This design comes from an exercise in tuning for small area on the open sky130 flow, not from production work. Only simulation tests tie the RTL to the original design; equivalence was not proved.

==> design/flow/design.v <==
`timescale 1ns/1ps
package aesPkg;
	function automatic logic [7:0] sbox(input logic [7:0] din);
		logic T1, T2, T3, T4, T5, T6, T7, T8, T9, T10, T11, T12;
		logic T13, T14, T15, T16, T17, T18, T19, T20, T21, T22, T23, T24;
		logic T25, T26, T27, M1, M2, M3, M4, M5, M6, M7, M8, M9;
		logic M10, M11, M12, M13, M14, M15, M16, M17, M18, M19, M20, M21;
		logic M22, M23, M24, M25, M26, M27, M28, M29, M30, M31, M32, M33;
		logic M34, M35, M36, M37, M38, M39, M40, M41, M42, M43, M44, M45;
		logic M46, M47, M48, M49, M50, M51, M52, M53, M54, M55, M56, M57;
		logic M58, M59, M60, M61, M62, M63, L0, L1, L2, L3, L4, L5;
		logic L6, L7, L8, L9, L10, L11, L12, L13, L14, L15, L16, L17;
		logic L18, L19, L20, L21, L22, L23, L24, L25, L26, L27, L28, L29;
		logic S0, S1, S2, S3, S4, S5, S6, S7;
		logic U0, U1, U2, U3, U4, U5, U6, U7;
		{U0, U1, U2, U3, U4, U5, U6, U7} = din;
		T1 = U0 ^ U3;
		T2 = U0 ^ U5;
		T3 = U0 ^ U6;
		T4 = U3 ^ U5;
		T5 = U4 ^ U6;
		T6 = T1 ^ T5;
		T7 = U1 ^ U2;
		T8 = U7 ^ T6;
		T9 = U7 ^ T7;
		T10 = T6 ^ T7;
		T11 = U1 ^ U5;
		T12 = U2 ^ U5;
		T13 = T3 ^ T4;
		T14 = T6 ^ T11;
		T15 = T5 ^ T11;
		T16 = T5 ^ T12;
		T17 = T9 ^ T16;
		T18 = U3 ^ U7;
		T19 = T7 ^ T18;
		T20 = T1 ^ T19;
		T21 = U6 ^ U7;
		T22 = T7 ^ T21;
		T23 = T2 ^ T22;
		T24 = T2 ^ T10;
		T25 = T20 ^ T17;
		T26 = T3 ^ T16;
		T27 = T1 ^ T12;
		M1 = T13 & T6;
		M2 = T23 & T8;
		M3 = T14 ^ M1;
		M4 = T19 & U7;
		M5 = M4 ^ M1;
		M6 = T3 & T16;
		M7 = T22 & T9;
		M8 = T26 ^ M6;
		M9 = T20 & T17;
		M10 = M9 ^ M6;
		M11 = T1 & T15;
		M12 = T4 & T27;
		M13 = M12 ^ M11;
		M14 = T2 & T10;
		M15 = M14 ^ M11;
		M16 = M3 ^ M2;
		M17 = M5 ^ T24;
		M18 = M8 ^ M7;
		M19 = M10 ^ M15;
		M20 = M16 ^ M13;
		M21 = M17 ^ M15;
		M22 = M18 ^ M13;
		M23 = M19 ^ T25;
		M24 = M22 ^ M23;
		M25 = M22 & M20;
		M26 = M21 ^ M25;
		M27 = M20 ^ M21;
		M28 = M23 ^ M25;
		M29 = M28 & M27;
		M30 = M26 & M24;
		M31 = M20 & M23;
		M32 = M27 & M31;
		M33 = M27 ^ M25;
		M34 = M21 & M22;
		M35 = M24 & M34;
		M36 = M24 ^ M25;
		M37 = M21 ^ M29;
		M38 = M32 ^ M33;
		M39 = M23 ^ M30;
		M40 = M35 ^ M36;
		M41 = M38 ^ M40;
		M42 = M37 ^ M39;
		M43 = M37 ^ M38;
		M44 = M39 ^ M40;
		M45 = M42 ^ M41;
		M46 = M44 & T6;
		M47 = M40 & T8;
		M48 = M39 & U7;
		M49 = M43 & T16;
		M50 = M38 & T9;
		M51 = M37 & T17;
		M52 = M42 & T15;
		M53 = M45 & T27;
		M54 = M41 & T10;
		M55 = M44 & T13;
		M56 = M40 & T23;
		M57 = M39 & T19;
		M58 = M43 & T3;
		M59 = M38 & T22;
		M60 = M37 & T20;
		M61 = M42 & T1;
		M62 = M45 & T4;
		M63 = M41 & T2;
		L0 = M61 ^ M62;
		L1 = M50 ^ M56;
		L2 = M46 ^ M48;
		L3 = M47 ^ M55;
		L4 = M54 ^ M58;
		L5 = M49 ^ M61;
		L6 = M62 ^ L5;
		L7 = M46 ^ L3;
		L8 = M51 ^ M59;
		L9 = M52 ^ M53;
		L10 = M53 ^ L4;
		L11 = M60 ^ L2;
		L12 = M48 ^ M51;
		L13 = M50 ^ L0;
		L14 = M52 ^ M61;
		L15 = M55 ^ L1;
		L16 = M56 ^ L0;
		L17 = M57 ^ L1;
		L18 = M58 ^ L8;
		L19 = M63 ^ L4;
		L20 = L0 ^ L1;
		L21 = L1 ^ L7;
		L22 = L3 ^ L12;
		L23 = L18 ^ L2;
		L24 = L15 ^ L9;
		L25 = L6 ^ L10;
		L26 = L7 ^ L9;
		L27 = L8 ^ L10;
		L28 = L11 ^ L14;
		L29 = L11 ^ L17;
		S0 = L6 ^ L24;
		S1 = ~(L16 ^ L26);
		S2 = ~(L19 ^ L28);
		S3 = L6 ^ L21;
		S4 = L20 ^ L22;
		S5 = L25 ^ L29;
		S6 = ~(L13 ^ L27);
		S7 = ~(L6 ^ L23);
		sbox = {S0, S1, S2, S3, S4, S5, S6, S7};
	endfunction
	function automatic logic [7:0] xtime(input logic [7:0] din);
		xtime = {din[6:0], 1'b0} ^ (din[7] ? 8'h1b : 8'h00);
	endfunction
endpackage
`timescale 1ns/1ps
module encryptCtrl (
	input  logic clk,
	input  logic rstN,
	input  logic set,
	input  logic lastStep,
	output logic start,
	output logic busy,
	output logic cipherValid
);
	logic setQ;
	assign start = rstN && setQ && !set;
	always_ff @(posedge clk) begin
		if (!rstN) begin
			setQ        <= 1'b0;
			busy        <= 1'b0;
			cipherValid <= 1'b0;
		end else begin
			setQ <= set;
			if (start) begin
				busy        <= 1'b1;
				cipherValid <= 1'b0;
			end else if (lastStep) begin
				busy        <= 1'b0;
				cipherValid <= 1'b1;
			end else if (set) begin
				cipherValid <= 1'b0;
			end
		end
	end
endmodule
`timescale 1ns/1ps
module roundCounter (
	input  logic       clk,
	input  logic       start,
	input  logic       busy,
	output logic [3:0] slot,
	output logic [2:0] rev,
	output logic [3:0] roundNum,
	output logic       lastStep
);
	logic revEnd;
	assign revEnd = busy && (slot == 4'd15);
	assign lastStep = revEnd && (roundNum == 4'd10) && (rev == 3'd2);
	always_ff @(posedge clk) begin
		if (start) begin
			slot     <= 4'd0;
			rev      <= 3'd0;
			roundNum <= 4'd0;
		end else begin
			slot <= slot + 4'd1;
			if (revEnd) begin
				if ((roundNum == 4'd0) || ((roundNum != 4'd10) && (rev == 3'd6))) begin
					roundNum <= roundNum + 4'd1;
					rev      <= 3'd0;
				end else begin
					rev <= rev + 3'd1;
				end
			end
		end
	end
endmodule
`timescale 1ns/1ps
module keySchedule (
	input  logic         clk,
	input  logic [127:0] cipherKey,
	input  logic [3:0]   slot,
	input  logic         loadKey,
	input  logic         expand,
	input  logic [7:0]   rcon,
	input  logic [1:0]   tapSel,
	input  logic [7:0]   sboxOut,
	output logic [7:0]   sboxSrc,
	output logic [7:0]   keyTap
);
	logic [127:0] ring;
	logic [7:0]   keyIn;
	logic [7:0]   keyByte;
	logic [7:0]   mixIn;
	assign keyByte = cipherKey[8 * (4'd15 - slot) +: 8];
	assign sboxSrc = (slot[1:0] == 2'd3) ? ring[79:72] : ring[111:104];
	always_comb begin
		if (!expand) begin
			mixIn = 8'h00;
		end else if (slot[3:2] == 2'd0) begin
			mixIn = sboxOut ^ ((slot[1:0] == 2'd0) ? rcon : 8'h00);
		end else begin
			mixIn = ring[103:96];
		end
		keyIn = loadKey ? keyByte : (ring[7:0] ^ mixIn);
	end
	assign keyTap = ring[{tapSel, 5'd0} +: 8];
	always_ff @(posedge clk) begin
		ring <= {keyIn, ring[127:8]};
	end
endmodule
`timescale 1ns/1ps
module roundDatapath (
	input  logic         clk,
	input  logic [7:0]   plainByte,
	input  logic         loadState,
	input  logic         subBytes,
	input  logic         addKey,
	input  logic         mixEn,
	input  logic         mixDouble,
	input  logic         keySbox,
	input  logic [7:0]   sboxSrc,
	input  logic [7:0]   keyTap,
	input  logic [3:0]   readIdx,
	output logic [7:0]   readByte,
	output logic [7:0]   sboxOut
);
	logic [127:0] ring;
	logic [7:0]   head;
	logic [7:0]   operand;
	logic [7:0]   sum;
	logic [7:0]   stateIn;
	assign head = ring[7:0];
	assign readByte = ring[8 * readIdx +: 8];
	always_comb begin
		if (addKey) begin
			operand = keyTap;
		end else if (mixEn) begin
			operand = mixDouble ? aesPkg::xtime(readByte) : readByte;
		end else begin
			operand = 8'h00;
		end
		sum = head ^ operand;
		sboxOut = aesPkg::sbox(keySbox ? sboxSrc : sum);
		if (loadState) begin
			stateIn = plainByte;
		end else if (subBytes) begin
			stateIn = sboxOut;
		end else begin
			stateIn = sum;
		end
	end
	always_ff @(posedge clk) begin
		ring <= {stateIn, ring[127:8]};
	end
endmodule
`timescale 1ns/1ps
module panelEntry (
	input  logic         clk,
	input  logic         rstN,
	input  logic         set,
	input  logic         buttonU,
	input  logic         buttonD,
	input  logic         buttonL,
	input  logic         buttonR,
	input  logic         cipherValid,
	input  logic [7:0]   cipherByte,
	input  logic         loadState,
	input  logic [3:0]   loadPhase,
	output logic [7:0]   plainByte,
	output logic [3:0]   curPhase,
	output logic [7:0]   sevenNum
);
	logic [127:0] plainBlock;
	logic [3:0]   readPhase;
	logic         edit;
	logic [7:0]   editByte;
	assign readPhase = loadState ? loadPhase : curPhase;
	assign plainByte = plainBlock[8 * readPhase +: 8];
	always_ff @(posedge clk) begin
		if (!rstN) begin
			curPhase <= 4'd0;
		end else if (buttonR) begin
			curPhase <= curPhase + 4'd1;
		end else if (buttonL) begin
			curPhase <= curPhase - 4'd1;
		end
	end
	assign edit = set && (buttonU ? (plainByte != 8'hff) : (buttonD && (plainByte != 8'h00)));
	assign editByte = buttonU ? (plainByte + 8'd1) : (plainByte - 8'd1);
	always_ff @(posedge clk) begin
		for (int b = 0; b < 16; b++) begin
			if (!rstN) begin
				plainBlock[8 * b +: 8] <= 8'd0;
			end else if (edit && (curPhase == 4'(b))) begin
				plainBlock[8 * b +: 8] <= editByte;
			end
		end
	end
	always_ff @(posedge clk) begin
		if (!rstN) begin
			sevenNum <= 8'd0;
		end else if (set) begin
			sevenNum <= plainByte;
		end else if (cipherValid) begin
			sevenNum <= cipherByte;
		end else begin
			sevenNum <= 8'd0;
		end
	end
endmodule
`timescale 1ns/1ps
module aesPanelTop (
	input  logic         clk,
	input  logic         rstN,
	input  logic         set,
	input  logic         buttonU,
	input  logic         buttonD,
	input  logic         buttonL,
	input  logic         buttonR,
	input  logic [127:0] cipherKey,
	output logic [3:0]   curPhase,
	output logic [7:0]   sevenNum,
	output logic         cipherValid
);
	logic       start;
	logic       busy;
	logic       lastStep;
	logic [3:0] slot;
	logic [2:0] rev;
	logic [3:0] roundNum;
	logic       loadState;
	logic       subBytes;
	logic       expand;
	logic       finalKey;
	logic       addKey;
	logic       keySbox;
	logic       mixRev;
	logic       mixEn;
	logic       mixDouble;
	logic [1:0] mixSrc;
	logic [1:0] row;
	logic [3:0] delta;
	logic [3:0] mixProd;
	logic [3:0] mixIdx;
	logic [1:0] dispRow;
	logic [1:0] dispCol;
	logic [3:0] dispSlot;
	logic [3:0] readIdx;
	logic [1:0] keyLayout;
	logic [1:0] tapSel;
	logic [7:0] rcon;
	logic [7:0] plainByte;
	logic [7:0] readByte;
	logic [7:0] sboxOut;
	logic [7:0] sboxSrc;
	logic [7:0] keyTap;
	encryptCtrl uCtrl (
		.clk(clk),
		.rstN(rstN),
		.set(set),
		.lastStep(lastStep),
		.start(start),
		.busy(busy),
		.cipherValid(cipherValid)
	);
	roundCounter uCounter (
		.clk(clk),
		.start(start),
		.busy(busy),
		.slot(slot),
		.rev(rev),
		.roundNum(roundNum),
		.lastStep(lastStep)
	);
	assign row       = slot[1:0];
	assign loadState = busy && (roundNum == 4'd0);
	assign subBytes  = busy && (roundNum != 4'd0) && (rev == 3'd0);
	assign expand    = busy && (roundNum != 4'd0) && (rev == 3'd1);
	assign finalKey  = busy && (roundNum == 4'd10) && (rev == 3'd2);
	assign addKey    = subBytes || finalKey;
	assign keySbox   = expand && (slot[3:2] == 2'd0);
	assign mixRev    = busy && (roundNum != 4'd0) && (roundNum != 4'd10) && (rev != 3'd0);
	always_comb begin
		mixEn     = 1'b0;
		mixDouble = 1'b0;
		mixSrc    = 2'd0;
		case ({rev, row})
			{3'd1, 2'd0}: begin mixEn = 1'b1; mixSrc = 2'd3; end
			{3'd1, 2'd1}: begin mixEn = 1'b1; mixSrc = 2'd3; end
			{3'd1, 2'd2}: begin mixEn = 1'b1; mixSrc = 2'd3; end
			{3'd2, 2'd0}: begin mixEn = 1'b1; mixSrc = 2'd2; end
			{3'd2, 2'd3}: begin mixEn = 1'b1; mixSrc = 2'd2; mixDouble = 1'b1; end
			{3'd3, 2'd1}: begin mixEn = 1'b1; mixSrc = 2'd0; end
			{3'd3, 2'd2}: begin mixEn = 1'b1; mixSrc = 2'd0; mixDouble = 1'b1; end
			{3'd3, 2'd3}: begin mixEn = 1'b1; mixSrc = 2'd0; mixDouble = 1'b1; end
			{3'd4, 2'd0}: begin mixEn = 1'b1; mixSrc = 2'd1; mixDouble = 1'b1; end
			{3'd4, 2'd3}: begin mixEn = 1'b1; mixSrc = 2'd1; end
			{3'd5, 2'd1}: begin mixEn = 1'b1; mixSrc = 2'd0; end
			{3'd5, 2'd2}: begin mixEn = 1'b1; mixSrc = 2'd3; end
			{3'd6, 2'd0}: begin mixEn = 1'b1; mixSrc = 2'd2; end
			{3'd6, 2'd1}: begin mixEn = 1'b1; mixSrc = 2'd3; end
			default: ;
		endcase
		mixEn = mixEn && mixRev;
	end
	assign delta   = {2'b00, mixSrc} - {2'b00, row};
	assign mixProd = {2'b00, roundNum[1:0]} * delta;
	assign mixIdx  = {mixProd[1:0], 2'b00} + delta;
	assign dispRow  = ~curPhase[1:0];
	assign dispCol  = ~curPhase[3:2] + {dispRow[0], 1'b0};
	assign dispSlot = {dispCol, dispRow};
	assign readIdx  = mixRev ? mixIdx : (dispSlot - slot);
	assign keyLayout = finalKey ? 2'd2 : (roundNum[1:0] - 2'd1);
	assign tapSel    = 2'd0 - (keyLayout * row);
	always_comb begin
		case (roundNum)
			4'd1:    rcon = 8'h01;
			4'd2:    rcon = 8'h02;
			4'd3:    rcon = 8'h04;
			4'd4:    rcon = 8'h08;
			4'd5:    rcon = 8'h10;
			4'd6:    rcon = 8'h20;
			4'd7:    rcon = 8'h40;
			4'd8:    rcon = 8'h80;
			4'd9:    rcon = 8'h1b;
			4'd10:   rcon = 8'h36;
			default: rcon = 8'h00;
		endcase
	end
	keySchedule uKeys (
		.clk(clk),
		.cipherKey(cipherKey),
		.slot(slot),
		.loadKey(loadState),
		.expand(expand),
		.rcon(rcon),
		.tapSel(tapSel),
		.sboxOut(sboxOut),
		.sboxSrc(sboxSrc),
		.keyTap(keyTap)
	);
	roundDatapath uDatapath (
		.clk(clk),
		.plainByte(plainByte),
		.loadState(loadState),
		.subBytes(subBytes),
		.addKey(addKey),
		.mixEn(mixEn),
		.mixDouble(mixDouble),
		.keySbox(keySbox),
		.sboxSrc(sboxSrc),
		.keyTap(keyTap),
		.readIdx(readIdx),
		.readByte(readByte),
		.sboxOut(sboxOut)
	);
	panelEntry uPanel (
		.clk(clk),
		.rstN(rstN),
		.set(set),
		.buttonU(buttonU),
		.buttonD(buttonD),
		.buttonL(buttonL),
		.buttonR(buttonR),
		.cipherValid(cipherValid),
		.cipherByte(readByte),
		.loadState(loadState),
		.loadPhase(4'd15 - slot),
		.plainByte(plainByte),
		.curPhase(curPhase),
		.sevenNum(sevenNum)
	);
endmodule
==> design/flow/run.sh <==
#!/bin/bash
# synth_recipe.tcl (not shown) runs the flow's synth.tcl, then flattens the netlist and writes it again
# the make line also repeats each setting of config.mk as NAME=value (left out here)
make -C /OpenROAD-flow-scripts/flow DESIGN_CONFIG=/design/flow/config.mk WORK_HOME=/design/flow/orfs CLKGATE_MAP_FILE= SYNTH_SCRIPT=/design/flow/synth_recipe.tcl finish
==> design/flow/config.mk <==
export PLATFORM = sky130hd
export DESIGN_NAME = aesPanelTop
export DESIGN_NICKNAME = aesPanelTop
export VERILOG_FILES = /design/flow/design.v
export SDC_FILE = /design/flow/constraint.sdc
export NUM_CORES = 8
export LEC_CHECK = 0
export CAP_MARGIN = 20
export CORE_MARGIN = 2
export CORE_UTILIZATION = 40
export PLACE_DENSITY = 0.6
export SLEW_MARGIN = 20
==> design/flow/constraint.sdc <==
create_clock -name core_clock -period 10.0 [get_ports {clk}]
set_input_delay 2.0000 -clock core_clock [delete_from_list [all_inputs] [get_ports {clk}]]
set_output_delay 2.0000 -clock core_clock [all_outputs]
set_load 0.01 [all_outputs]
==> flow_summary_export.csv <==
group,metric,value,unit
run_status,run_status,"finished clean",
layout,antennaDiodeCount,0,
setup_path,criticalPathCategory,"reg2reg",
logic_synthesis,synth.distinct_cells,96,
sta,max_slew_margin,25.98,%
sta,hold_viol,0,
logic_synthesis,syn_area_per_cell,10.17,µm²
sta,finalClockSkew,0.04235,ns
routing,drc_errors,0,
logic_synthesis,yosysWarnings,6,
setup_path,worstPathRequired,10.49,ns
routing,dr_wl_met2,26.35,mm
grt,grt_max_degree,93,
routing,wl_met3,3.032,mm
floorplanning,dieHeight,224.8,µm
grt,grt_util_all_layers,21.95,%
logic_synthesis,netlist_area,19500,µm²
setup_path,crit_path_end_kind,"flip-flop",
clocking,cts.clk_slew.worst_paths,0.06,ns
logic_synthesis,yosys-top-cells-area,"dfxtp_1, mux4_2, mux2i_1",
setup_path,cp_slowest_cell,"a2111o_1",
place,port_buffers,147,
grt,antenna_found_initial,1,
setup_path,cp_num_buf_inv,7,
sta,fmax,104.6,MHz
sta,setup_violations,0,
sta,fin_crit_sh,95.64,%
sta,worst_slew_pin_slew,1.106,ns
layout,syn2layout_area_growth,20.14,%
layout,seqCellArea,8371,µm²
setup_path,crit_path_max_fanout,19,
layout,multi_input_area,10630,µm²
place,placed_area,21850,µm²
logic_synthesis,synth_top_area_share,42.92,%
floorplanning,rows,80,
logic_synthesis,async_reset_ff_share,0,%
clocking,clock-sinks,418,
layout,nets,2252,
grt,grt_pass1_wl,86.57,mm
routing,drt-initial-drc-count,1147,
logic_synthesis,yosysSeqAreaShare,42.92,%
floorplanning,core-area,47950,µm²
setup_path,critical_path_arrival,10.05,ns
sta,slew_viol_final,0,
setup_path,critPathLaunchType,"flip-flop",
hold_path,hold_path_class,"reg2reg",
floorplanning,initial_core_util,40.67,%
routing,highest_layer,"met5",
floorplanning,die_width,224.8,µm
sta,fin_tns_setup,0,ns
setup_path,slowest_delay,0.49,ns
run,maxCapViolations,0,
clocking,htreeDepth,2,
routing,vias_per_cell,5.608,
clocking,insertion_delay,0.58,ns
place,place_congestion,0.9504,
logic_synthesis,ys_ff_latch,418,
logic_synthesis,synthCells,1918,
grt,grt_overflow,0,
floorplanning,die_area,50530,µm²
layout,stdcell_area,23430,µm²
routing,wl_per_cell,20.43,µm
clocking,clockBufferDepth,3,
layout,drive_gt1_share,13.56,%
setup_path,crit_family,"compound AO/OA/AOI/OAI gates",
floorplanning,pin_count,148,
routing,drtPass1Iterations,6,
place,dpl.hpwl,40.68,mm
grt,first_global_vias,15080,
logic_synthesis,mappedNetlistNets,2090,
clocking,cts-root-buf,"clkbuf_16",
logic_synthesis,synth_edf_count,0,
logic_synthesis,yosysTopAreaCell,"dfxtp_1",
clocking,cts_buffers,44,
sta,period_minus_slack,9.564,ns
logic_synthesis,synth_flop_cell,"dfxtp_1",
clocking,tritoncts,"yes",
routing,wl_met1,24.75,mm
routing,totalWireLength,55.66,mm
layout,nFillCells,4362,
routing,vias,15280,
routing,ant_nets,0,
[synth_stat cells (11+ instances only)]
library cell,n
a221oi_1,23
nor2b_1,29
a21oi_1,87
nand4_1,11
dfxtp_1,418
a211oi_1,81
inv_1,47
mux4_2,77
clkbuf_1,73
nor3_1,21
a22oi_1,16
xor2_1,35
nand2_1,133
nor2_1,251
mux2i_1,155
o211ai_1,18
ha_1,34
nand3_1,27
o21ai_0,54
and2_1,17
buf_2,14
xnor2_1,70
[layer usage]
layer  up-vias  track usage (%)
met5         -                0
met4         2            7.178
met2       449            36.04
li1       7295                -
met3       100            3.279
met1      7431            29.67
[worst reg2reg max path, delay by kind of cell, from the launching register on]
kind / cells / cell delay, ns
xor+xnor: 9 / 2.61
simple gates: 2 / 0.54
flops: 1 / 0.44
compound gates: 12 / 2.85
fa+ha+maj: 5 / 1.46
buf+inv: 7 / 1.06
mux: 2 / 0.54
[state kept, by name, indices dropped and copies added (netlist names), 4 cells and up]
name and count:
uCounter.slot 4, uPanel.plainBlock 128, uPanel.sevenNum 8, uCounter.roundNum 4
uKeys.rcon 8, uKeys.ring 128, uPanel.curPhase 4, uDatapath.ring 128
[layout make-up]
type | instances | share of cell area, %
multi-input cells | 1349 | 45.40
flip-flops and latches | 418 | 35.73
repair buffers | 219 | 8.658
clock buffers | 59 | 5.197
well taps | 615 | 3.285
clock inverters | 16 | 0.9508
inverters | 48 | 0.7798
[logic make-up (layout without fill, tap and decap cells)]
group           Yosys count  after routing  share of synthesized area (%)
simple gates            544            544                          12.51
flops                   418            418                          42.92
compound gates          404            404                          14.78
mux                     245            245                          17.75
buf+inv                 151            342                          3.285
xor+xnor                119            119                          6.263
fa+ha+maj                37             37                          2.490
[through the flow]
step	hold WS (ns)	cells	worst slack (ns)	utilization (%)
after floorplan	0.3096	1918	0.9867	-
after global placement	0.3098	2645	0.3553	45.58
after detailed placement	0.3121	2645	0.1874	45.58
after CTS	0.3183	2720	0.09736	48.58
after global routing	0.3246	2724	-0.01390	48.86
final	0.3185	2724	0.4365	48.86
[worst paths after layout]
check	endpoint	start	depth (start not counted)	slack, ns
max	uKeys.ring[122]	uCounter.slot[0]	37	0.44
min	uKeys.ring[85]	uKeys.ring[93]	0	0.32
max reg2reg	uKeys.ring[122]	uCounter.slot[0]	37	0.44
min reg2reg	uKeys.ring[85]	uKeys.ring[93]	0	0.32
[layout by cell type, fill, tap and decap left out, drive strengths merged, types with 71 or more instances in the layout]
| cell | n |
|---|---|
| xnor2 | 71 |
| buf | 72 |
| nand2 | 133 |
| a21oi | 88 |
| clkdlybuf4s50 | 147 |
| mux2i | 158 |
| mux4 | 77 |
| a211oi | 82 |
| nor2 | 252 |
| dfxtp | 418 |
[repair_timing]
action / 4_1_cts / 5_1_grt
setup endpoints to repair: 0 / 16
buffers inserted: 0 / 3
hold buffers: 0 / 0
resized for setup: 0 / 15

-- port drivers added, routing unchanged --
The results above use ideal ports. As a check the final layout listed here was re-extracted and re-timed, cells and wires unchanged.
Step 1 sets driving cells, clkbuf_16 on the clock port and buf_2 on the other inputs (assumed; they add their load-dependent delay and slew).
Step 2, shift: input delay + t, output delay - t, t = (earliest + latest rising clock arrival at the registers) / 2. This alone moves slack from input paths to output paths.
Three values: ideal, step 1, step 2; two values: the first two.
t, ns: 0.619
setup slack, ns: 0.436 / 0.436 / 0.436
worst setup path at the end: register to register
worst register clock-pin slew, ns: 0.06 / 0.06
worst data-port slew with drivers (ns): 0.07
After both steps this run still meets setup and hold. The setup slack of this run moves by 0.000 ns with the drivers and by 0.000 ns with both steps.
